Context: an optimization exercise on an open-source flow, tuned for small area, a short achievable clock period and few clock cycles. The choices shown serve that exercise and are no tape-out recipe.
Function was checked by simulation only, so behaviour that the tests miss may differ from the original.
Power figures rest on the tool's default switching activity, not on a simulated workload.

Setup of try-yarrow:
==> flow/design.v <==
package systolic_mm_pkg;
    typedef logic [4-1:0] data_t;
    typedef logic [16-1:0] accum_t;
    typedef logic [$clog2((8 / 4))-1:0] tile_idx_t;
    typedef logic [$clog2((8 * 8))-1:0] elem_idx_t;
    typedef logic [$clog2((2 * 4 - 1)+1)-1:0] step_t;
    typedef logic [(8 * 8)*4-1:0] matrix_t;
    typedef logic [4*4-1:0] edge_t;
    typedef logic [4*4*16-1:0] tile_sums_t;
    typedef struct packed {
        edge_t left;
        edge_t top;
    } feed_t;
    typedef struct packed {
        tile_idx_t ib;
        tile_idx_t jb;
        tile_idx_t kb;
    } tile_pos_t;
    typedef struct packed {
        elem_idx_t index;
        accum_t value;
    } result_word_t;
    typedef enum logic [2:0] {IDLE, CLEAR, STREAM, FLUSH, COLLECT, NEXT, DRAIN} seq_state_t;
endpackage
`timescale 1ns/10ps
module systolic_mm_top (
    input  logic                          clk,
    input  logic                          rst,
    input  logic                          in_req,
    input  systolic_mm_pkg::data_t        in_data,
    output logic                          in_ack,
    output logic                          out_req,
    output systolic_mm_pkg::result_word_t out_word,
    input  logic                          out_ack,
    output logic                          done
);
    logic [6:0] ph65;
    logic [3:0] ph16;
    logic [7:0] t;
    logic [3:0] d_q;
    logic wa_q;
    logic wb1_q;
    logic wb2_pre;
    logic wb2_q;
    wire a_ph = (t[7:6] == 2'b00);
    wire b_ph = (t[7:6] == 2'b01);
    wire t_zero = (t == 8'd0);
    wire b_align = (ph16 == ({t[2:0], 1'b0} - 4'd1));
    wire a_align = ~ph65[6] & (ph65[5:1] == t[4:0]) & (ph65[0] == ~t[5]);
    wire can_ack = (a_ph & (t_zero | a_align)) | (b_ph & b_align);
    wire ack = in_req & ~in_ack & can_ack;
    wire ack_last = ack & (t == 8'd127);
    logic [3:0] ra [65];
    logic [3:0] rb [4][16];
    always_ff @(posedge clk) begin
        ra[0] <= wa_q ? d_q : ra[64];
        for (int n = 1; n < 65; n++) ra[n] <= ra[n-1];
    end
    wire [1:0] kb1 = t[4:3];
    wire [1:0] kb2 = t[4:3] - {1'b0, t[2:0] == 3'd0};
    for (genvar m = 0; m < 4; m++) begin : g_rb
        wire we = (wb1_q & (kb1 == 2'(m))) | (wb2_q & (kb2 == 2'(m)));
        always_ff @(posedge clk) begin
            rb[m][0] <= we ? d_q : rb[m][15];
            for (int n = 1; n < 16; n++) rb[m][n] <= rb[m][n-1];
        end
    end
    always_ff @(posedge clk) begin
        if (!in_ack) d_q <= in_data;
        if (rst) begin
            in_ack <= 1'b0;
            wa_q <= 1'b0;
            wb1_q <= 1'b0;
            wb2_pre <= 1'b0;
            wb2_q <= 1'b0;
        end else begin
            in_ack <= in_req & (in_ack | can_ack);
            wa_q <= ack & a_ph;
            wb1_q <= ack & b_ph & ~t[5];
            wb2_pre <= ack & b_ph & t[5];
            wb2_q <= wb2_pre;
        end
    end
    logic [6:0] cw;         
    logic [10:0] oval;
    logic loaded;           
    logic [31:0] hold;
    logic [2:0] hrow, hrow_p;
    logic hv, hv_p;
    logic [2:0] hld;
    logic hl_q;
    logic [2:0] want_q;
    logic [7:0] pq [4];
    logic [9:0] q;
    wire out_ph = t[7] | (t == 8'd127);
    wire hold_ok = ~hld[2] & ((hld[1] | hld[0]) ? (hv_p & (hrow_p == cw[5:3]))
                                                 : (hv & (hrow == cw[5:3])));
    wire ld1 = (~out_req | out_ack) & ~loaded;
    wire lw = ~out_req & ~loaded & ~cw[6] & out_ph
              & (ph16 == {cw[2:0] + 3'd6, 1'b1})
              & hold_ok;
    wire rise = ~out_req & ~out_ack & (loaded | lw) & (t[7] | ack_last);
    wire row_end = cw[2] & (cw[1] | cw[0]) & ~cw[6] & (cw[5:3] != 3'd7)
                   & (ph16 == 4'd8) & hv & (hrow == cw[5:3]);
    wire [2:0] want = cw[5:3] + {2'b00, row_end};
    logic [6:0] tgt_row;
    always_comb begin
        case (want)
            3'd0: tgt_row = 7'd55;
            3'd1: tgt_row = 7'd6;
            3'd2: tgt_row = 7'd22;
            3'd3: tgt_row = 7'd38;
            3'd4: tgt_row = 7'd54;
            3'd5: tgt_row = 7'd5;
            3'd6: tgt_row = 7'd21;
            default: tgt_row = 7'd37;
        endcase
    end
    wire hl = (t[7] | t[6]) & ~cw[6] & (ph65 == tgt_row) & ~ph16[0]
              & ~(hv & (hrow == want));
    always_ff @(posedge clk) begin
        for (int k = 0; k < 8; k++) begin
            hold[4*k +: 4] <= hl_q ? ra[53 - 2*k] : hold[4*((k+4)%8) +: 4];
        end
    end
    always_ff @(posedge clk) begin
        for (int m = 0; m < 4; m++) pq[m] <= hold[4*m +: 4] * rb[m][9];
        q <= 10'(pq[0]) + 10'(pq[1]) + 10'(pq[2]) + 10'(pq[3]);
    end
    always_ff @(posedge clk) begin
        if (rst) oval <= '0;
        else if (lw) oval <= oval + 11'(q);
        else if (ld1) oval <= 11'(q);
    end
    assign out_word = {cw[5:0], 5'd0, oval};
    always_ff @(posedge clk) begin
        hld <= {hld[1:0], hl_q};
        want_q <= want;
        if (rst) begin
            t <= '0;
            out_req <= 1'b0;
            done <= 1'b0;
            loaded <= 1'b0;
            hv <= 1'b0;
            hl_q <= 1'b0;
            cw <= '0;
            ph65 <= '0;
            ph16 <= '0;
        end else begin
            ph65 <= (ph65 == 7'd64) ? 7'd0 : ph65 + 7'd1;
            ph16 <= ph16 + 4'd1;
            hl_q <= hl;
            if (wa_q | wb1_q | wb2_pre) begin
                t <= t + 8'd1;
                if (t_zero) begin
                    ph65 <= 7'd3;
                    ph16 <= 4'd1;
                    cw <= '0;
                    hv <= 1'b0;
                    done <= 1'b0;
                end
            end
            if (hl_q) begin
                hrow_p <= hrow;
                hv_p <= hv;
                hrow <= want_q;
                hv <= 1'b1;
            end
            loaded <= (loaded | lw) & ~rise;
            if (out_req & out_ack) begin
                out_req <= 1'b0;
                cw <= cw + 7'd1;
            end else if (rise) begin
                out_req <= 1'b1;
            end
            if (cw[6] & t[7] & ~out_req & ~out_ack) begin
                done <= 1'b1;
                t <= '0;
            end
        end
    end
endmodule
export LEC_CHECK = 0
export ABC_CLOCK_PERIOD_IN_PS = 3000
export CAP_MARGIN = 20
export CORE_MARGIN = 2
export CORE_UTILIZATION = 70
export CTS_CLUSTER_DIAMETER = 80
export CTS_CLUSTER_SIZE = 25
export PLACE_DENSITY = 0.8
export SLEW_MARGIN = 20
create_clock -name core_clock -period 10.0 [get_ports {clk}]
standard.sh (not shown) runs the stock make flow with config.mk's settings and CLKGATE_MAP_FILE= SYNTH_SCRIPT=/design/flow/synth_recipe.tcl, a recipe that flattens the netlist after the stock synthesis.
==> flow/flow/run.sh <==
#!/bin/bash
set -euo pipefail
bash standard.sh \
  "BUFFER_PORTS_ARGS=-buffer_cell sky130_fd_sc_hd__buf_4" \
  SETUP_SLACK_MARGIN=7.1 \
  finish > make_finish.log 2>&1
Testbench counts of try-yarrow, summed over its fixed seeds: cycles 18,384.
diff inputs: try-yarrow => try-onyx
- CTS_CLUSTER_SIZE now 30, was 25
- CTS_CLUSTER_DIAMETER now 100, was 80
- CORE_UTILIZATION now 65, was 70
- PLACE_DENSITY now 0.75, was 0.8
==> comparison <==
Going from try-yarrow to try-onyx, layout sequential cell count essentially unchanged; worst hold slack rose 0.0034 ns; design area fell by 120 um^2. Max power after layout across try-yarrow and try-onyx: try-yarrow. Final antenna diode count across try-yarrow and try-onyx: no real change. Global-route usage ended up 2.8 points lower on try-onyx than on try-yarrow.
## Diff of input files: try-delta against try-onyx
- CORE_UTILIZATION now 70, was 65
- PLACE_DENSITY now 0.8, was 0.75
## What came out
- On wire length of the first global-routing pass: between try-onyx and try-delta, it ends up higher for try-delta.
- try-delta packs its core more tightly than try-onyx.
- Comparing try-onyx with try-delta, the post-route standard cell area excluding fillers came out essentially unchanged.
- There was hardly any difference in post-placement cell area between try-onyx and try-delta.
- ~same total power in try-onyx and try-delta

-- separate check: timing with driven ports --
Ports are ideal in the flow. The routed layouts listed here were re-timed in OpenROAD.
Step 1 assumes that a clkbuf_16 drives the clock port and a buf_2 every other input.
Step 2, shift: input delay + t, output delay - t, t = (earliest + latest rising clock arrival at the registers) / 2. This alone moves slack from input paths to output paths.
a / b / c = no drivers / after step 1 / after step 2; a / b = the first two.
| run | t (ns) | slack for setup (ns) | slew at the worst register clock pin (ns) | cell pins on the clock port's net |
|---|---|---|---|---|
| try-yarrow | 0.620 | 6.942 / 6.894 / 6.599 | 0.10 / 0.10 | 1 |
| try-onyx | 0.609 | 6.950 / 6.901 / 6.609 | 0.11 / 0.11 | 1 |
| try-delta | 0.605 | 6.964 / 6.915 / 6.601 | 0.12 / 0.12 | 1 |
After both steps every run listed still meets setup and hold. For try-delta, which loses most, drivers alone change the setup slack by -0.049 ns; drivers and shift together by -0.363 ns.
